From an optimization exercise on the open Yosys and OpenROAD flow, aimed at small area, a short achievable clock period and few clock cycles per item; shortcuts taken in it are not production practice.
Where RTL was checked, it was by simulation tests only, not by an equivalence proof against the original.
The RTL of run 1 was laid out without a check of its function.

## flow/design.v (module list and top-level ports; edited modules follow where they fit)
// module dense_layer: 2887 lines
// module dl_fa: 10 lines
// module dl_ha: 9 lines
module dense_layer #(
    parameter int NUM_INPUTS    = 4,
    parameter int NUM_OUTPUTS   = 4,
    parameter int FP_TOTAL_BITS = 16,
    parameter int FP_FRAC_BITS  = 8
) (
    input  logic                                                      clk,
    input  logic                                                      reset,
    input  logic                                                      start,
    input  logic [NUM_INPUTS-1:0][FP_TOTAL_BITS-1:0]                  input_vector,
    input  logic [NUM_OUTPUTS-1:0][NUM_INPUTS-1:0][FP_TOTAL_BITS-1:0] weight_matrix,
    input  logic [NUM_OUTPUTS-1:0][FP_TOTAL_BITS-1:0]                 bias_vector,
    output logic [NUM_OUTPUTS-1:0][FP_TOTAL_BITS-1:0]                 layer_out,
    output logic                                                      busy,
    output logic                                                      done
);
  // ...
==> flow/flow/run.sh <==
#!/bin/bash
# Own flow: the standard layout (standard.sh, unchanged synthesis), with
#  - port buffers of the smallest buffer cell instead of the default delay cell,
#  - a larger setup repair margin, so timing repair works towards a shorter period.
# Every tool writes its full output under orfs/logs/; make's own output goes to flow.log here.
set -uo pipefail
MARGIN=$(cat flow/margin.txt 2>/dev/null || echo 5)
bash standard.sh finish \
  "BUFFER_PORTS_ARGS=-buffer_cell sky130_fd_sc_hd__buf_1" \
  "SETUP_SLACK_MARGIN=$MARGIN" > flow.log 2>&1
rc=$?
cp -r orfs/logs flow_logs 2>/dev/null || true
exit $rc
==> flow/flow/margin.txt <==
6.3
==> flow/standard.sh <==
#!/bin/bash
# synth_recipe.tcl (not shown) runs the flow's synth.tcl, then flattens the netlist and writes it again
# the make line also repeats each setting of config.mk as NAME=value (left out here)
make -C /OpenROAD-flow-scripts/flow DESIGN_CONFIG=/design/flow/config.mk WORK_HOME=/design/flow/orfs CLKGATE_MAP_FILE= SYNTH_SCRIPT=/design/flow/synth_recipe.tcl "${@:-finish}"
==> flow/config.mk <==
export PLATFORM = sky130hd
export DESIGN_NAME = dense_layer
export DESIGN_NICKNAME = dense_layer
export VERILOG_FILES = /design/flow/design.v
export SDC_FILE = /design/flow/constraint.sdc
export NUM_CORES = 4
export LEC_CHECK = 0
export ABC_AREA = 1
export CAP_MARGIN = 20
export CORE_MARGIN = 2
export CORE_UTILIZATION = 40
export CTS_BUF_LIST = sky130_fd_sc_hd__clkbuf_8
export CTS_CLUSTER_SIZE = 24
export SETUP_SLACK_MARGIN = 5
export SLEW_MARGIN = 20
export SYNTH_HIERARCHICAL = 1
export SYNTH_MINIMUM_KEEP_SIZE = 0
==> flow/constraint.sdc <==
create_clock -name core_clock -period 10.0 [get_ports {clk}]
set_input_delay 2.0000 -clock core_clock [delete_from_list [all_inputs] [get_ports {clk}]]
set_output_delay 2.0000 -clock core_clock [all_outputs]
set_load 0.01 [all_outputs]
==> results.tsv, run 1 <==
metric	value	unit
#MultiIn Comb	2901	
Layout Cells excl Fill	6129	
CP startpoint	r_sum[16]	
clock buf count	141	
cell depth of the worst hold path	2	
combinational family with the most area after synthesis	adder cells	
most frequent cells in the layout	sky130_fd_sc_hd__nand2_1 (963), sky130_fd_sc_hd__xor2_1 (523), sky130_fd_sc_hd__fa_1 (509)	
post-synthesis instance total	4053	
Worst Setup End Kind	output pin	
buffer count from post-CTS setup fixing	148	
initial drt markers	3142	
H-Tree Depth	3	
basic-gate share of the synthesized area counting and, or, nand and nor cells	10.3	%
count of antenna diodes in the layout	6	
Vert. Die Dim	327	µm
number of sequential storage elements	680	
total clock sinks	680	
required arrival time at the worst endpoint	8.00	ns
outcome	no timing/DRC/antenna violations	
Hold EP	wr1[20]	
area growth from synthesis to layout	18.1	%
multi-input gate share of the layout cell area	50.3	%
Reg with most FFs	pipe1	
count of filler cells inserted in the layout	9651	
Total Nets Final	5630	
critical path start-end classification	reg -> out	
flip-flop count of the largest register, all copies and words added	185	
M1 wire length	54700	µm
Worst path depth	7	
largest buffer count on any clock path	3	
Area after DPL	0.0443	mm²
non-clock inverter instance count of the final layout	236	
data arrival time at the worst-slack endpoint	2.27	ns
footprint of the multi-input gates	0.0248	mm²
total routing resource utilization after global routing	26.5	%
==> run 2, diff against run 1 <==
--- a/flow/design.v
+++ b/flow/design.v
@@ -22,17 +22,18 @@
     assign {e_one3, e_one2, e_one1, e_one0} = e_one;
     assign {e_two3, e_two2, e_two1, e_two0} = e_two;
     assign {e_neg3, e_neg2, e_neg1, e_neg0} = e_neg;
     logic [3:0][15:0] wr0, wr1, wr2, wr3;
     logic [15:0] br0, br1, br2, br3;
     logic [15:0] w0_0, w0_1, w0_2, w0_3, b0r;
     logic [15:0] r_out0, r_out1, r_out2;
     logic [33:0] fa_a, fa_b, sum;
-    logic [25:0] r_sum;
+    logic [15:0] r_sum;
+    logic        sat_hi, sat_lo, r_sat_hi, r_sat_lo;
     logic [15:0] y;
     always_ff @(posedge clk) begin
         if (!reset) begin
             r_busy <= 1'b0;
             r_done <= 1'b0;
             r_cnt  <= '0;
         end else begin
             r_done <= 1'b0;
@@ -2857,28 +2858,26 @@
     dl_fa u_s1666 (.a(s1540), .b(c1601), .c(s1602), .s(s1666), .co(c1667));
     dl_fa u_s1668 (.a(c1541), .b(c1603), .c(s1604), .s(s1668), .co(c1669));
     assign fa_a = {1'b1, c1605, c1667, c1665, c1663, c1661, c1659, c1657, c1655, c1653, c1651, c1649, c1647, c1645, c1643, c1641, c1639, c1637, c1635, c1633, c1631, c1629, c1627, c1625, c1623, c1621, c1619, c1617, c1615, c1613, c1611, c1609, c1607, s1542};
     assign fa_b = {1'b0, c1669, s1668, s1666, s1664, s1662, s1660, s1658, s1656, s1654, s1652, s1650, s1648, s1646, s1644, s1642, s1640, s1638, s1636, s1634, s1632, s1630, s1628, s1626, s1624, s1622, s1620, s1618, s1616, s1614, s1612, s1610, s1608, s1606};
     always_ff @(posedge clk) begin
         pipe1 <= {c1421, c1419, pp544, pp408, pp272, pp136, s1420, s1418, c1417, c1415, c1413, c1255, s1416, s1414, s1412, c1411, c1409, c1407, s1410, s1408, s1406, c1405, c1403, c1401, s1404, s1402, s1400, c1399, c1397, c1395, s1398, s1396, s1394, c1393, c1391, c1389, s1392, s1390, s1388, c1387, c1385, c1383, s1386, s1384, s1382, c1381, c1379, c1377, s1380, s1378, s1376, c1375, c1373, c1371, s1374, s1372, s1370, c1369, c1367, c1365, s1368, s1366, s1364, c1363, c1361, c1359, s1362, s1360, s1358, c1357, c1355, c1353, s1356, s1354, s1352, c1351, c1349, c1347, s1350, s1348, s1346, c1345, c1343, c1341, s1344, s1342, s1340, c1339, c1337, c1335, s1338, s1336, s1334, c1333, c1331, c1329, s1332, s1330, s1328, c1327, c1325, c1323, s1326, s1324, s1322, c1321, c1319, c1317, s1320, s1318, s1316, c1315, c1313, c1311, s1314, s1312, s1310, c1309, c1307, c1305, s1308, s1306, s1304, c1303, c1301, c1299, s1302, s1300, s1298, c1297, c1295, c1293, s1296, s1294, s1292, c1291, c1289, c1287, s1290, s1288, s1286, c1285, c1283, c1281, s1284, s1282, s1280, c1279, c1277, c1275, s1278, s1276, s1274, c1273, c1271, c1269, s1272, s1270, s1268, c1267, c1265, c1263, s1266, s1264, s1262, c1261, c1259, s1064, s1260, s1258, s1062, s1060, e_neg3[1], pp426, c1257, pp410, pp274, pp138, pp2, s1256, e_neg3[0], pp409, e_neg2[0], pp273, e_neg1[0]};
     end
     assign sum = fa_a + fa_b;
+    assign sat_hi = (sum[33:23] != {11{sum[33]}}) & ~sum[33];
+    assign sat_lo = (sum[33:23] != {11{sum[33]}}) & sum[33];
     always_ff @(posedge clk) begin
-        if (r_busy)
-            r_sum <= sum[33:8];
-    end
-    always_comb begin
-        if (r_sum[25:15] == {11{r_sum[25]}})
-            y = r_sum[15:0];
-        else if (r_sum[25])
-            y = 16'h8000;
-        else
-            y = 16'h7fff;
+        if (r_busy) begin
+            r_sum    <= sum[23:8];
+            r_sat_hi <= sat_hi;
+            r_sat_lo <= sat_lo;
+        end
     end
+    assign y = r_sat_hi ? 16'h7fff : (r_sat_lo ? 16'h8000 : r_sum);
     always_ff @(posedge clk) begin
         if (r_busy) begin
             r_out0 <= r_out1;
             r_out1 <= r_out2;
             r_out2 <= y;
         end
     end
     assign layer_out = {y, r_out2, r_out1, r_out0};
==> flow/config.mk (replaced) <==
export PLATFORM = sky130hd
export DESIGN_NAME = dense_layer
export DESIGN_NICKNAME = dense_layer
export VERILOG_FILES = /design/flow/design.v
export SDC_FILE = /design/flow/constraint.sdc
export NUM_CORES = 4
export LEC_CHECK = 0
export ABC_AREA = 1
export CAP_MARGIN = 20
export CORE_MARGIN = 2
export CORE_UTILIZATION = 40
export SETUP_SLACK_MARGIN = 5
export SLEW_MARGIN = 20
export SYNTH_HIERARCHICAL = 1
export SYNTH_MINIMUM_KEEP_SIZE = 0
==> run 2 against run 1 <==
Compared with the run above: setup slack improved by 0.41 ns; synthesized area is 0.14% higher; first-iteration DRC count is 6.8% higher; register-to-register slack worse by 0.12 ns; maximum frequency increased by 11%; design area up 3.1%.
==> results.tsv, run 2 <==
metric	value	unit	change
biggest area consumer among synthesized cells	sky130_fd_sc_hd__fa_1		unchanged
unrepaired setup endpoints after global routing	true		unchanged
largest buffer count on any clock path	3		unchanged
I/O pin cnt	453		unchanged
H-Tree Depth	3		unchanged
share of final-layout standard cells stronger than drive strength 1	16.6	%	was 12.9%
Area after DPL	0.0445	mm²	was 0.0443 mm²
outcome	no timing/DRC/antenna violations		unchanged
Vert. Die Dim	327	µm	about the same
ratio of routed vias to standard cells	5.31		was 5.26
Most used DFF post-synth	sky130_fd_sc_hd__dfxtp_1		unchanged
Slew @ Worst Pin	1.18	ns	was 1.15 ns
average wire per standard cell	24.3	µm	was 23.7 µm
Final Hold Fails	0		unchanged
Die X	327	µm	about the same
synthesized area per cell	10.1	µm²	was 10.3 µm²
count of buffers inserted at the top-level ports	452		unchanged
leading cell type in the layout, fill and taps excluded	sky130_fd_sc_hd__nand2_1		unchanged
total negative setup slack	0	ns	unchanged
Clock transition at path regs	0.06	ns	about the same
number of nets still failing antenna checks after routing	0		unchanged
sort of element at the start of the critical path	register		unchanged
yosys synthesis warning count	7		unchanged
number of enable-type register cells in the synthesized netlist	162		was 170
top-area cell type share of the netlist area	25.5	%	was 25.6%
# placed instances	5743		was 5665
cell area after technology mapping	0.0418	mm²	was 0.0417 mm²
top cell types by occurrence after synthesis	sky130_fd_sc_hd__nand2_1 (1021), sky130_fd_sc_hd__fa_1 (533), sky130_fd_sc_hd__xor2_1 (523)		was sky130_fd_sc_hd__nand2_1 (973), sky130_fd_sc_hd__fa_1 (533), sky130_fd_sc_hd__xor2_1 (525)
share of synthesized area occupied by flip-flops and latches	36.1	%	was 36.7%
Reg with most FFs	pipe1		unchanged
critical path start-end classification	reg -> reg		was reg -> out
post-layout worst setup margin	6.14	ns	was 5.73 ns
core footprint	0.104	mm²	was 0.103 mm²
highest routing layer actually used	met5		unchanged
Worst Setup End Kind	register		was output pin
largest net degree at the start of global routing	165		was 155
global route overflow	0		unchanged
core utilization of the finished layout	49.1	%	was 47.6%
final standard cell area without fillers	0.0508	mm²	was 0.0493 mm²
die area	0.107	mm²	about the same
insertion delay to the later sink of the worst-skew pair	0.67	ns	was 0.87 ns
Final period util	38.6	%	was 42.7%
first-pass iteration count of the detailed router	5		was 9
total routing resource utilization after global routing	27.4	%	was 26.5%
CP max FO	5		was 7
highest clock rate	0.259	GHz	was 0.234 GHz
setup slack after placement	6.04	ns	was 5.78 ns
number of remaining DRC errors	0		unchanged
class of the most critical hold timing path	reg -> reg		unchanged
flops & latches, synth	672		was 680
most numerous cell in the Yosys netlist	sky130_fd_sc_hd__nand2_1		unchanged
detailed route wirelength on metal2	67300	µm	was 64500 µm
post-synthesis instance total	4129		was 4053
count of filler cells inserted in the layout	9657		was 9651
total half-perimeter wirelength after legalization and detailed placement	112000	µm	was 109000 µm
Worst Hold Margin	0.414	ns	was 0.378 ns
required arrival time at the worst endpoint	10.61	ns	was 8.00 ns
M1 wire length	56900	µm	was 54700 µm
Layout Cells excl Fill	6171		was 6129
via count of the first global-routing pass	32343		was 31986
max-capacitance violation count	0		unchanged
clock period minus final worst setup slack	3.86	ns	was 4.27 ns
most frequent cells in the layout	sky130_fd_sc_hd__nand2_1 (960), sky130_fd_sc_hd__xor2_1 (513), sky130_fd_sc_hd__dfxtp_1 (493)		was sky130_fd_sc_hd__nand2_1 (963), sky130_fd_sc_hd__xor2_1 (523), sky130_fd_sc_hd__fa_1 (509)
Routability Congestion	1.06		was 1.05
clock tree from TritonCTS	yes		unchanged
length of routed met3 wiring	15000	µm	was 15800 µm
CTS buffer count	76		was 116
Clock Skews	0.0362	ns	was 0.115 ns
count of vias placed by the detailed router	32788		was 32217
total of endpoints with negative setup slack in the final report	0		unchanged
total clock sinks	672		was 680
global-route wire length before repair	214000	µm	was 208000 µm
initial drt markers	3355		was 3142
Total Nets Final	5709		was 5630
data arrival time at the worst-slack endpoint	4.47	ns	was 2.27 ns
relative max-transition margin	21.2	%	was 23.4%
cell at the root of the clock tree	sky130_fd_sc_hd__clkbuf_16		was sky130_fd_sc_hd__clkbuf_8
Placement Rows	118		unchanged
Final Max Tran Viols	0		unchanged
flip-flop count of the largest register, all copies and words added	185		unchanged
Async S/R FF share, synth	0	%	unchanged
Cell variety after synth	32		unchanged
antenna violations before repair	11		was 10
starting density of the core	40.3	%	about the same
total length of routed wires	150000	µm	was 145000 µm
area growth from synthesis to layout	21.7	%	was 18.1%
leading cell types by total area after synthesis	sky130_fd_sc_hd__fa_1 (26%), sky130_fd_sc_hd__dfxtp_1 (24%), sky130_fd_sc_hd__edfxtp_1 (12%)		unchanged
[run 2: cell types whose count changed after synthesis, moves of 9 or more]
cell / change
sky130_fd_sc_hd__a21oi_1: -17
sky130_fd_sc_hd__clkbuf_1: +16
sky130_fd_sc_hd__inv_1: +36
sky130_fd_sc_hd__nor2_2: +9
sky130_fd_sc_hd__buf_1: +34
sky130_fd_sc_hd__nand2_1: +48
sky130_fd_sc_hd__nand2_2: +12
sky130_fd_sc_hd__buf_2: -50
sky130_fd_sc_hd__o21ai_0: -18
[run 2: timing repair]
item | 4_1_cts | 5_1_grt
endpoints found under the setup margin | 60 | 62
buffers inserted | 200 | 81
resized for setup | 144 | 247
cloned | 0 | 2
pin swaps | 18 | 138
hold buffers | 0 | 0
[run 2: worst max-delay path, cell delays in order (launching register included)]
cell and delay (ns):
sky130_fd_sc_hd__edfxtp_1 0.40, sky130_fd_sc_hd__clkinvlp_4 0.16, sky130_fd_sc_hd__buf_4 0.16, sky130_fd_sc_hd__buf_4 0.13, sky130_fd_sc_hd__o22ai_2 0.23, sky130_fd_sc_hd__xor2_2 0.21, sky130_fd_sc_hd__fa_2 0.51, sky130_fd_sc_hd__fa_2 0.38
sky130_fd_sc_hd__fa_1 0.59, sky130_fd_sc_hd__fa_1 0.47, sky130_fd_sc_hd__fa_2 0.57
[run 2: logic make-up (layout without fill, tap and decap cells)]
family,Yosys count,in the layout,synth area share (%)
muxes,28,28,0.754
DFF,672,672,36.1
adders and majority gates,596,596,27.4
AOI/OAI and AO/OA,558,558,8.17
and+or+nand+nor,1200,1200,11.1
xor gates and xnor gates,560,560,11.7
buffers and inverters,514,1166,4.71
other,1,11,0.00897
[run 2: worst paths after layout]
path            start         end  slack [ns]  depth (start not counted)
min reg2reg   wr2[61]     wr1[61]        0.41                          2
min           wr2[61]     wr1[61]        0.41                          2
max reg2reg  e_one[3]  pipe1[100]        6.14                         10
max          e_one[3]  pipe1[100]        6.14                         10
[run 2: modules after synthesis, one instance, submodules excluded]
module | cells | times used | flip-flops and latches
dl_fa | 1 | 533 | 0
dense_layer | 3567 | 1 | 672
dl_ha | 1 | 29 | 0
[run 2: per-layer routing]
| layer | global-route usage (%) | vias to the layer above |
|---|---|---|
| li1 | - | 14535 |
| met1 | 34.3 | 15875 |
| met2 | 43.4 | 1927 |
| met3 | 6.56 | 445 |
| met4 | 15.8 | 6 |
| met5 | 0 | - |
[run 2: layout make-up]
| cell class | instances | area [µm²] | area share (%) |
|---|---|---|---|
| inverter | 271 | 1290 | 2.54 |
| tap | 1380 | 1730 | 3.40 |
| timing repair inverter | 2 | 15.0 | 0.0295 |
| multi-input combinational | 2949 | 25800 | 50.8 |
| timing repair buffer | 754 | 4300 | 8.46 |
| sequential | 672 | 15100 | 29.7 |
| clock buffer | 116 | 2310 | 4.54 |
| antenna | 4 | 10.0 | 0.0197 |
| clock inverter | 23 | 269 | 0.529 |
Testbench counts of run 2, summed over its fixed seeds: cycles 3,576, items 512.
==> run 3, diff against run 2 <==
==> flow/flow/margin.txt (replaced) <==
5
==> run 3 against run 2 <==
Compared with the run above: still clean; wire length is 4.2% lower; sequential cell count stayed put; design area is 7.6% lower; sequential share of layout area is 2.4 points higher; core utilization is 3.7 points lower; first-iteration DRC count is 7.7% lower; critical endpoint is now busy.
==> results.tsv, run 3 <==
metric	value	unit	change
outcome	no timing/DRC/antenna violations		unchanged
Slew @ Worst Pin	1.14	ns	was 1.18 ns
leading cell type in the layout, fill and taps excluded	sky130_fd_sc_hd__nand2_1		unchanged
depth of the worst register-to-register path	6		was 10
GRT met2 Usage	41.5	%	was 43.4%
core footprint	0.104	mm²	unchanged
share of synthesized area occupied by flip-flops and latches	36.1	%	unchanged
highest clock rate	0.247	GHz	was 0.259 GHz
cell depth of the worst hold path	2		unchanged
total routing resource utilization after global routing	26.7	%	was 27.4%
total negative setup slack	0	ns	unchanged
CP max FO	67		was 5
flip-flop count of the largest register, all copies and words added	185		unchanged
clock tree from TritonCTS	yes		unchanged
Worst Setup End Kind	output pin		was register
number of gates resized after cts	0		was 144
number of remaining DRC errors	0		unchanged
Most used DFF post-synth	sky130_fd_sc_hd__dfxtp_1		unchanged
cell type group with the largest total delay on the critical path	buffers and inverters		was adder cells
critical path start-end classification	reg -> out		was reg -> reg
Async S/R FF share, synth	0	%	unchanged
antenna violations before repair	10		was 11
leading cell types by total area after synthesis	sky130_fd_sc_hd__fa_1 (26%), sky130_fd_sc_hd__dfxtp_1 (24%), sky130_fd_sc_hd__edfxtp_1 (12%)		unchanged
post-synthesis instance total	4129		unchanged
Cell variety after synth	32		unchanged
total clock sinks	672		unchanged
clock period minus final worst setup slack	4.05	ns	was 3.86 ns
global-route wire length before repair	209000	µm	was 214000 µm
sort of element at the start of the critical path	register		unchanged
top-area cell type share of the netlist area	25.5	%	unchanged
largest net degree at the start of global routing	108		was 165
longest individual stage delay on the worst path	0.67	ns	was 0.59 ns
total of endpoints with negative setup slack in the final report	0		unchanged
first-pass iteration count of the detailed router	7		was 5
GR peak layer	met2		unchanged
Final Max Tran Viols	0		unchanged
cell with the biggest individual delay on the critical path	sky130_fd_sc_hd__buf_4		was sky130_fd_sc_hd__fa_1
GRT met1 Usage	33.7	%	was 34.3%
count of vias placed by the detailed router	31077		was 32788
total length of routed wires	144000	µm	was 150000 µm
buffer count from post-CTS setup fixing	0		was 200
sum of buffers and inverters on the critical path	2		was 3
average wire per standard cell	24.4	µm	was 24.3 µm
GR met3 Demand/Resource	7.67	%	was 6.56%
unrepaired setup endpoints after global routing	false		was true
die area	0.107	mm²	unchanged
via count of the first global-routing pass	31496		was 32343
number of enable-type register cells in the synthesized netlist	162		unchanged
largest buffer count on any clock path	3		unchanged
hold-fix buffers at CTS	0		unchanged
starting density of the core	40.3	%	unchanged
Clock Skews	0.0234	ns	was 0.0362 ns
Final period util	40.5	%	was 38.6%
Worst Hold Margin	0.412	ns	was 0.414 ns
Placement Rows	118		unchanged
max-capacitance violation count	0		unchanged
top cell types by occurrence after synthesis	sky130_fd_sc_hd__nand2_1 (1021), sky130_fd_sc_hd__fa_1 (533), sky130_fd_sc_hd__xor2_1 (523)		unchanged
cell area after technology mapping	0.0418	mm²	unchanged
count of filler cells inserted in the layout	10011		was 9657
insertion delay to the later sink of the worst-skew pair	0.67	ns	about the same
Vert. Die Dim	327	µm	unchanged
number of nets still failing antenna checks after routing	0		unchanged
total half-perimeter wirelength after legalization and detailed placement	113000	µm	was 112000 µm
CTS buffer count	74		was 76
RR Startpoint	e_neg[1]		was e_one[3]
core utilization of the finished layout	45.3	%	was 49.1%
yosys synthesis warning count	7		unchanged
global route overflow	0		unchanged
crit path cell chain	buf_4 > buf_1		was clkinvlp_4 > buf_4 > buf_4 > o22ai_2 > xor2_2 > fa_2 > fa_2 > fa_1 > fa_1 > fa_2
ratio of routed vias to standard cells	5.28		was 5.31
Hold EP	wr0[20]		was wr1[61]
class of the most critical hold timing path	reg -> reg		unchanged
synthesized area per cell	10.1	µm²	unchanged
Final Hold Fails	0		unchanged
cell at the root of the clock tree	sky130_fd_sc_hd__clkbuf_16		unchanged
Reg with most FFs	pipe1		unchanged
count of buffers inserted at the top-level ports	452		unchanged
flops & latches, synth	672		unchanged
relative max-transition margin	23.9	%	was 21.2%
most frequent cells in the layout	sky130_fd_sc_hd__nand2_1 (1021), sky130_fd_sc_hd__fa_1 (533), sky130_fd_sc_hd__xor2_1 (523)		was sky130_fd_sc_hd__nand2_1 (960), sky130_fd_sc_hd__xor2_1 (513), sky130_fd_sc_hd__dfxtp_1 (493)
required arrival time at the worst endpoint	8.00	ns	was 10.61 ns
I/O pin cnt	453		unchanged
area growth from synthesis to layout	12.4	%	was 21.7%
Register-to-Register Setup Slack	5.99	ns	was 6.14 ns
biggest area consumer among synthesized cells	sky130_fd_sc_hd__fa_1		unchanged
Total Nets Final	5426		was 5709
data arrival time at the worst-slack endpoint	2.05	ns	was 4.47 ns
Die X	327	µm	unchanged
Crit Reg-Reg Endpoint	pipe1[127]		was pipe1[100]
startpoint of the tightest hold check path	wr1[20]		was wr2[61]
Routability Congestion	1.06		about the same
H-Tree Depth	3		unchanged
most numerous cell in the Yosys netlist	sky130_fd_sc_hd__nand2_1		unchanged
Clock transition at path regs	0.07	ns	was 0.06 ns
share of final-layout standard cells stronger than drive strength 1	4.35	%	was 16.6%
initial drt markers	3096		was 3355
## run 3: cell counts after synthesis
No cell type changed its count.
## run 3: kinds of logic (layout without fill, tap and decap cells)
group,count (synthesis),after routing,synth area share (%)
mux,28,28,0.754
simple gates,1200,1200,11.1
compound gates,558,558,8.17
buf+inv,514,881,4.71
flops,672,672,36.1
fa+ha+maj,596,596,27.4
xor+xnor,560,560,11.7
other cells,1,14,0.00897
## run 3: per-stage QoR
step,instances,cell area (µm²),worst slack (ns)
2_1_floorplan,4135,41800,5.28
3_3_place_gp,5745,44500,5.72
3_5_place_dp,5747,44500,6.02
4_1_cts,5882,47000,5.91
5_1_grt,5885,47000,5.77
6_report,5889,47000,5.95
## run 3: worst min-delay path: cells and delay by family (launching register included)
kind          cells  cell delay [ns]
flops             1             0.30
simple gates      2             0.10
## run 3: how the worst max path moves through the flow
| stage | start | endpoint | cells past startpoint |
|---|---|---|---|
| floorplan | r_busy | e_neg[0] | 2 |
| CTS | r_busy | busy | 2 |
| global route | pipe1[179] | r_sat_lo | 17 |
| finish | r_busy | busy | 2 |
| detailed placement | e_neg[1] | pipe1[127] | 6 |
| global placement | e_neg[8] | pipe1[106] | 6 |
## run 3: final cells by class
| type | count | area [µm²] | share of cell area [%] |
|---|---|---|---|
| inverters | 271 | 1020 | 2.18 |
| clock inverters | 37 | 374 | 0.796 |
| repair buffers | 475 | 1900 | 4.04 |
| multi-input cells | 2949 | 24800 | 52.7 |
| well taps | 1380 | 1730 | 3.67 |
| flip-flops and latches | 672 | 15100 | 32.1 |
| clock buffers | 98 | 2100 | 4.46 |
| diodes | 7 | 17.5 | 0.0373 |
## run 3: modules after synthesis, one instance, submodules excluded
module | area (µm²) | cells inside
dense_layer | 30800 | 3567
dl_fa | 20.0 | 1
dl_ha | 12.5 | 1
## run 3: metal layers
metal,routed length (µm),up-vias,part of all wire (%)
met2,64200,1685,45
li1,-,13990,-
met1,55200,15075,38
met5,40,-,0.028
met3,15000,321,10
met4,9240,6,6.4
==> run 4, diff against run 3 <==
--- a/flow/config.mk
+++ b/flow/config.mk
@@ -9,6 +9,8 @@
 export CAP_MARGIN = 20
 export CORE_MARGIN = 2
 export CORE_UTILIZATION = 40
+export CTS_CLUSTER_DIAMETER = 150
+export CTS_CLUSTER_SIZE = 30
 export SETUP_SLACK_MARGIN = 5
 export SLEW_MARGIN = 20
 export SYNTH_HIERARCHICAL = 1
==> run 4 against run 3 <==
Compared with the run above: global-route usage fell by 0.52 points; hold slack improved by 0.012 ns; clock-buffer cell count down 55; design area decreased by 3.6%; critical path depth is the same; setup slack got worse by 0.023 ns.
==> results.tsv, run 4 <==
metric	value	unit	change
Die X	327	µm	unchanged
total routing resource utilization after global routing	26.2	%	was 26.7%
total negative setup slack	0	ns	unchanged
unrepaired setup endpoints after global routing	false		unchanged
core utilization of the finished layout	43.7	%	was 45.3%
relative max-transition margin	24.8	%	was 23.9%
H-Tree Depth	1		was 3
number of gates resized after cts	0		unchanged
average wire per standard cell	24.4	µm	about the same
highest clock rate	0.245	GHz	was 0.247 GHz
synthesized area per cell	10.1	µm²	unchanged
required arrival time at the worst endpoint	8.00	ns	about the same
class of the most critical hold timing path	reg -> reg		unchanged
Worst Setup End Kind	output pin		unchanged
Register-to-Register Setup Slack	6.01	ns	was 5.99 ns
Clock Skews	0.0245	ns	was 0.0234 ns
global-route wire length before repair	207000	µm	was 209000 µm
Reg with most FFs	pipe1		unchanged
flops & latches, synth	672		unchanged
top-area cell type share of the netlist area	25.5	%	unchanged
number of enable-type register cells in the synthesized netlist	162		unchanged
Total Nets Final	5379		was 5426
Clock transition at path regs	0.12	ns	was 0.07 ns
flip-flop count of the largest register, all copies and words added	185		unchanged
most numerous cell in the Yosys netlist	sky130_fd_sc_hd__nand2_1		unchanged
total half-perimeter wirelength after legalization and detailed placement	113000	µm	unchanged
total of endpoints with negative setup slack in the final report	0		unchanged
ratio of routed vias to standard cells	5.29		was 5.28
starting density of the core	40.3	%	unchanged
# placed instances	5747		unchanged
clock period minus final worst setup slack	4.07	ns	was 4.05 ns
top cell types by occurrence after synthesis	sky130_fd_sc_hd__nand2_1 (1021), sky130_fd_sc_hd__fa_1 (533), sky130_fd_sc_hd__xor2_1 (523)		unchanged
buffer count from post-CTS setup fixing	0		unchanged
depth of the worst register-to-register path	6		unchanged
number of remaining DRC errors	0		unchanged
leading cell types by total area after synthesis	sky130_fd_sc_hd__fa_1 (26%), sky130_fd_sc_hd__dfxtp_1 (24%), sky130_fd_sc_hd__edfxtp_1 (12%)		unchanged
Async S/R FF share, synth	0	%	unchanged
share of final-layout standard cells stronger than drive strength 1	2.61	%	was 4.35%
core footprint	0.104	mm²	unchanged
Slew @ Worst Pin	1.13	ns	was 1.14 ns
Final Max Tran Viols	0		unchanged
Final Hold Fails	0		unchanged
first-pass iteration count of the detailed router	6		was 7
Final period util	40.7	%	was 40.5%
Layout Cells excl Fill	5801		was 5889
cell depth of the worst hold path	2		unchanged
Area after DPL	0.0445	mm²	unchanged
outcome	no timing/DRC/antenna violations		unchanged
post-synthesis instance total	4129		unchanged
die area	0.107	mm²	unchanged
Hold EP	wr1[45]		was wr0[20]
biggest area consumer among synthesized cells	sky130_fd_sc_hd__fa_1		unchanged
Cell variety after synth	32		unchanged
yosys synthesis warning count	7		unchanged
Vert. Die Dim	327	µm	unchanged
antenna violations before repair	10		unchanged
cell at the root of the clock tree	sky130_fd_sc_hd__clkbuf_16		unchanged
global route overflow	0		unchanged
CP max FO	67		unchanged
Routability Congestion	1.06		unchanged
largest buffer count on any clock path	3		unchanged
most frequent cells in the layout	sky130_fd_sc_hd__nand2_1 (1021), sky130_fd_sc_hd__fa_1 (533), sky130_fd_sc_hd__xor2_1 (523)		unchanged
number of nets still failing antenna checks after routing	0		unchanged
data arrival time at the worst-slack endpoint	2.07	ns	was 2.05 ns
startpoint of the tightest hold check path	wr2[45]		was wr1[20]
total length of routed wires	142000	µm	was 144000 µm
final standard cell area without fillers	0.0453	mm²	was 0.0470 mm²
insertion delay to the later sink of the worst-skew pair	0.65	ns	was 0.67 ns
sort of element at the start of the critical path	register		unchanged
max-capacitance violation count	0		unchanged
clock tree from TritonCTS	yes		unchanged
RR Startpoint	e_neg[6]		was e_neg[1]
I/O pin cnt	453		unchanged
Placement Rows	118		unchanged
Most used DFF post-synth	sky130_fd_sc_hd__dfxtp_1		unchanged
area growth from synthesis to layout	8.42	%	was 12.4%
largest net degree at the start of global routing	108		unchanged
cell area after technology mapping	0.0418	mm²	unchanged
count of buffers inserted at the top-level ports	452		unchanged
count of vias placed by the detailed router	30673		was 31077
initial drt markers	2969		was 3096
Crit Reg-Reg Endpoint	pipe1[106]		was pipe1[127]
CTS buffer count	27		was 74
via count of the first global-routing pass	31006		was 31496
critical path start-end classification	reg -> out		unchanged
share of synthesized area occupied by flip-flops and latches	36.1	%	unchanged
total clock sinks	672		unchanged
leading cell type in the layout, fill and taps excluded	sky130_fd_sc_hd__nand2_1		unchanged
hold-fix buffers at CTS	0		unchanged
[run 4: kinds of logic after synthesis]
group           count (synthesis)  share of synthesized area (%)
compound gates                558                           8.17
xor+xnor                      560                           11.7
fa+ha+maj                     596                           27.4
buf+inv                       514                           4.71
flops                         672                           36.1
mux                            28                          0.754
other cells                     1                        0.00897
simple gates                 1200                           11.1
[run 4: how the worst max path moves through the flow]
stage	start	endpoint	slack [ns]	cells past startpoint
floorplan	r_busy	e_neg[0]	5.28	2
global placement	e_neg[8]	pipe1[106]	5.72	6
detailed placement	e_neg[1]	pipe1[127]	6.02	6
CTS	r_busy	busy	5.88	2
global route	pipe1[179]	r_sat_lo	5.77	17
finish	r_busy	busy	5.93	2
[run 4: per-module statistics from Yosys (local to each module, per instance)]
module / cells / flops+latches / copies in the design / cell area (µm²)
dense_layer: 3567 / 672 / 1 / 30800
dl_fa: 1 / 0 / 533 / 20.0
dl_ha: 1 / 0 / 29 / 12.5
[run 4: stage by stage]
| stage | setup WS (ns) | hold WS, ns |
|---|---|---|
| 6_report | 5.93 | 0.425 |
| 5_1_grt | 5.77 | 0.435 |
| 4_1_cts | 5.88 | 0.425 |
| 3_5_place_dp | 6.02 | 0.409 |
| 3_3_place_gp | 5.72 | 0.406 |
| 2_1_floorplan | 5.28 | 0.346 |
[run 4: worst max-delay path: stages (launching register included)]
cell	delay (ns)
sky130_fd_sc_hd__dfxtp_4	0.49
sky130_fd_sc_hd__buf_4	0.68
sky130_fd_sc_hd__buf_1	0.22
[run 4: layout make-up]
class                      instances  area [µm²]
antenna                            7        17.5
multi-input combinational       2949       24800
sequential                       672       15100
clock buffer                      43         739
fill                           10183       58300
tap                             1380        1730
clock inverter                     4        57.6
timing repair buffer             475        1900
inverter                         271        1020
[run 4: layer usage]
layer	vias to the layer above	GRT usage, %	wire [µm]
met2	1611	40.9	62900
met1	14902	33.7	55700
met5	-	0	34
met3	311	6.43	13700
met4	6	13.9	9430
li1	13843	-	-
==> run 5, diff against run 4 <==
--- a/flow/config.mk
+++ b/flow/config.mk
@@ -9,8 +9,8 @@
 export CAP_MARGIN = 20
 export CORE_MARGIN = 2
 export CORE_UTILIZATION = 40
-export CTS_CLUSTER_DIAMETER = 150
-export CTS_CLUSTER_SIZE = 30
+export CTS_CLUSTER_DIAMETER = 120
+export CTS_CLUSTER_SIZE = 22
 export SETUP_SLACK_MARGIN = 5
 export SLEW_MARGIN = 20
 export SYNTH_HIERARCHICAL = 1
==> run 5 against run 4 <==
Compared with the run above: clock skew is 0.019 ns higher; sequential share of layout area down 0.32 points; core utilization up 0.42 points; hold slack got worse by 0.0080 ns; maximum frequency grew 0.56%; cell count rose by 0.33%; via count about the same; largest cell class unchanged.
==> results.tsv, run 5 <==
metric	value	unit	change
outcome	no timing/DRC/antenna violations		unchanged
highest clock rate	0.247	GHz	was 0.245 GHz
synthesized area per cell	10.1	µm²	unchanged
cell area after technology mapping	0.0418	mm²	unchanged
I/O pin cnt	453		unchanged
yosys synthesis warning count	7		unchanged
critical path start-end classification	reg -> out		unchanged
hold-fix buffers at CTS	0		unchanged
most numerous cell in the Yosys netlist	sky130_fd_sc_hd__nand2_1		unchanged
relative max-transition margin	25.8	%	was 24.8%
first-pass iteration count of the detailed router	6		unchanged
flip-flop count of the largest register, all copies and words added	185		unchanged
number of gates resized after cts	0		unchanged
total length of routed wires	143000	µm	was 142000 µm
total routing resource utilization after global routing	26.5	%	was 26.2%
top cell types by occurrence after synthesis	sky130_fd_sc_hd__nand2_1 (1021), sky130_fd_sc_hd__fa_1 (533), sky130_fd_sc_hd__xor2_1 (523)		unchanged
number of enable-type register cells in the synthesized netlist	162		unchanged
initial drt markers	3069		was 2969
cell at the root of the clock tree	sky130_fd_sc_hd__clkbuf_16		unchanged
ratio of routed vias to standard cells	5.27		was 5.29
Routability Congestion	1.06		unchanged
sort of element at the start of the critical path	register		unchanged
Final Hold Fails	0		unchanged
GR met3 Demand/Resource	6.89	%	was 6.43%
Async S/R FF share, synth	0	%	unchanged
# placed instances	5747		unchanged
insertion delay to the later sink of the worst-skew pair	0.66	ns	was 0.65 ns
global-route wire length before repair	208000	µm	was 207000 µm
Reg with most FFs	pipe1		unchanged
total clock sinks	672		unchanged
H-Tree Depth	2		was 1
Vert. Die Dim	327	µm	unchanged
share of synthesized area occupied by flip-flops and latches	36.1	%	unchanged
total of endpoints with negative setup slack in the final report	0		unchanged
GRT met2 Usage	41.3	%	was 40.9%
core utilization of the finished layout	44.1	%	was 43.7%
Placement Rows	118		unchanged
final standard cell area without fillers	0.0458	mm²	was 0.0453 mm²
CP max FO	67		unchanged
longest individual stage delay on the worst path	0.68	ns	about the same
GR peak layer	met2		unchanged
data arrival time at the worst-slack endpoint	2.05	ns	was 2.07 ns
max-capacitance violation count	0		unchanged
largest net degree at the start of global routing	108		unchanged
unrepaired setup endpoints after global routing	false		unchanged
cell type group with the largest total delay on the critical path	buffers and inverters		unchanged
average wire per standard cell	24.5	µm	was 24.4 µm
required arrival time at the worst endpoint	8.00	ns	about the same
clock tree from TritonCTS	yes		unchanged
GRT met1 Usage	33.4	%	was 33.7%
top-area cell type share of the netlist area	25.5	%	unchanged
largest buffer count on any clock path	3		unchanged
Worst Setup End Kind	output pin		unchanged
global route overflow	0		unchanged
Clock Skews	0.0433	ns	was 0.0245 ns
leading cell type in the layout, fill and taps excluded	sky130_fd_sc_hd__nand2_1		unchanged
biggest area consumer among synthesized cells	sky130_fd_sc_hd__fa_1		unchanged
Most used DFF post-synth	sky130_fd_sc_hd__dfxtp_1		unchanged
antenna violations before repair	11		was 10
CTS buffer count	40		was 27
Worst path depth	2		unchanged
Final period util	40.5	%	was 40.7%
Total Nets Final	5392		was 5379
buffer count from post-CTS setup fixing	0		unchanged
share of final-layout standard cells stronger than drive strength 1	3.04	%	was 2.61%
Register-to-Register Setup Slack	5.97	ns	was 6.01 ns
clock period minus final worst setup slack	4.05	ns	was 4.07 ns
total half-perimeter wirelength after legalization and detailed placement	113000	µm	unchanged
number of nets still failing antenna checks after routing	0		unchanged
Layout Cells excl Fill	5820		was 5801
cell with the biggest individual delay on the critical path	sky130_fd_sc_hd__buf_4		unchanged
Slew @ Worst Pin	1.11	ns	was 1.13 ns
class of the most critical hold timing path	reg -> reg		unchanged
total negative setup slack	0	ns	unchanged
Area after DPL	0.0445	mm²	unchanged
startpoint of the tightest hold check path	wr2[15]		was wr2[45]
crit path cell chain	buf_4 > buf_1		unchanged
die area	0.107	mm²	unchanged
RR Startpoint	e_neg[0]		was e_neg[6]
most frequent cells in the layout	sky130_fd_sc_hd__nand2_1 (1021), sky130_fd_sc_hd__fa_1 (533), sky130_fd_sc_hd__xor2_1 (523)		unchanged
Crit Reg-Reg Endpoint	pipe1[115]		was pipe1[106]
Clock transition at path regs	0.09	ns	was 0.12 ns
core footprint	0.104	mm²	unchanged
Final Max Tran Viols	0		unchanged
flops & latches, synth	672		unchanged
post-synthesis instance total	4129		unchanged
CP startpoint	r_busy		unchanged
leading cell types by total area after synthesis	sky130_fd_sc_hd__fa_1 (26%), sky130_fd_sc_hd__dfxtp_1 (24%), sky130_fd_sc_hd__edfxtp_1 (12%)		unchanged
area growth from synthesis to layout	9.47	%	was 8.42%
Cell variety after synth	32		unchanged
number of remaining DRC errors	0		unchanged
sum of buffers and inverters on the critical path	2		unchanged
termination of the worst setup path	busy		unchanged
count of buffers inserted at the top-level ports	452		unchanged
count of vias placed by the detailed router	30691		was 30673
count of filler cells inserted in the layout	10140		was 10183
Die X	327	µm	unchanged
depth of the worst register-to-register path	6		unchanged
via count of the first global-routing pass	31269		was 31006
starting density of the core	40.3	%	unchanged
run 5: changes by cell type in the layout (fill, tap and decap cells not counted):
cell / previous run / this run
sky130_fd_sc_hd__diode_2: 7 / 6
sky130_fd_sc_hd__inv_12: 3 / 1
sky130_fd_sc_hd__inv_16: 0 / 3
sky130_fd_sc_hd__clkinv_2: 0 / 1
sky130_fd_sc_hd__clkbuf_4: 1 / 0
sky130_fd_sc_hd__clkinv_8: 0 / 4
sky130_fd_sc_hd__clkbuf_16: 27 / 40
sky130_fd_sc_hd__clkbuf_8: 0 / 1
sky130_fd_sc_hd__inv_8: 1 / 2
run 5: metrics by stage:
stage | hold slack (ns) | setup WS [ns]
finish | 0.417 | 5.95
global route | 0.441 | 5.76
CTS | 0.420 | 5.92
detailed placement | 0.409 | 6.02
global placement | 0.406 | 5.72
floorplan | 0.346 | 5.28
run 5: final cells by class:
cell class | instances | area, µm² | share of cell area (%)
Tap cell | 1380 | 1730 | 3.77
Sequential cell | 672 | 15100 | 33.0
Clock inverter | 11 | 166 | 0.364
Multi-Input combinational cell | 2949 | 24800 | 54.1
Clock buffer | 56 | 1070 | 2.34
Timing Repair Buffer | 475 | 1900 | 4.15
Antenna cell | 6 | 15.0 | 0.0328
Inverter | 271 | 1020 | 2.24
run 5: kinds of logic (layout without fill, tap and decap cells):
group / after synthesis / after routing / synth area share (%)
flops: 672 / 672 / 36.1
fa+ha+maj: 596 / 596 / 27.4
compound gates: 558 / 558 / 8.17
buf+inv: 514 / 813 / 4.71
mux: 28 / 28 / 0.754
simple gates: 1200 / 1200 / 11.1
xor+xnor: 560 / 560 / 11.7
other cells: 1 / 13 / 0.00897
run 5: modules after synthesis, one instance, submodules excluded:
module	cell area [µm²]	cells inside	flops+latches	times used
dl_ha	12.5	1	0	29
dl_fa	20.0	1	0	533
dense_layer	30800	3567	672	1
run 5: worst reg2reg max path, cell delays in order (launching register included):
cell                       delay (ns)
sky130_fd_sc_hd__edfxtp_1        1.01
sky130_fd_sc_hd__xor2_1          0.32
sky130_fd_sc_hd__fa_1            0.53
sky130_fd_sc_hd__fa_1            0.53
sky130_fd_sc_hd__fa_1            0.46
sky130_fd_sc_hd__fa_1            0.54
sky130_fd_sc_hd__fa_1            0.48
run 5: worst min path at each step:
stage          cells after the start        to
3_3_place_gp                       2   wr0[21]
3_5_place_dp                       2   wr2[24]
4_1_cts                            2   wr1[15]
2_1_floorplan                      0  pipe1[0]
6_report                           2   wr1[15]
5_1_grt                            2   wr2[11]
run 5: metal layers:
metal / share of wire (%) / vias to the layer above / wire length (µm)
li1: - / 13866 / -
met1: 39 / 14874 / 55300
met2: 45 / 1618 / 63600
met3: 9.9 / 323 / 14100
met4: 6.6 / 10 / 9470
met5: 0.043 / - / 61

## what the ideal ports hide
No port has a modelled driver above. Below, the same layouts with a new extraction and two added sets of constraints.
Step 1: set_driving_cell puts a clkbuf_16 on clk and a buf_2 on each other input, an assumption about the parent block.
Step 2 adds t to the input delays and takes it off the output delays; t is the mean of the earliest and latest rising clock arrival at the registers after step 1. Input paths then give back, and output paths get back, about the clock's delay inside the block.
a / b / c = ideal / step 1 / step 2; a / b = the first two.
| run | t, ns | slack for setup (ns) | worst hold slack (ns) | worst setup path after step 2 |
|---|---|---|---|---|
| run 1 | 0.879 | 5.732 / 5.661 / 6.255 | 0.378 / 0.378 / 0.378 | register to register |
| run 2 | 0.718 | 6.144 / 6.144 / 6.144 | 0.414 / 0.414 / 0.414 | register to register |
| run 3 | 0.730 | 5.949 / 5.872 / 5.992 | 0.412 / 0.412 / 0.412 | register to register |
| run 4 | 0.710 | 5.925 / 5.854 / 6.011 | 0.425 / 0.425 / 0.425 | register to register |
| run 5 | 0.712 | 5.948 / 5.876 / 5.967 | 0.417 / 0.417 / 0.417 | register to register |
After both steps setup and hold are still met in every run listed.
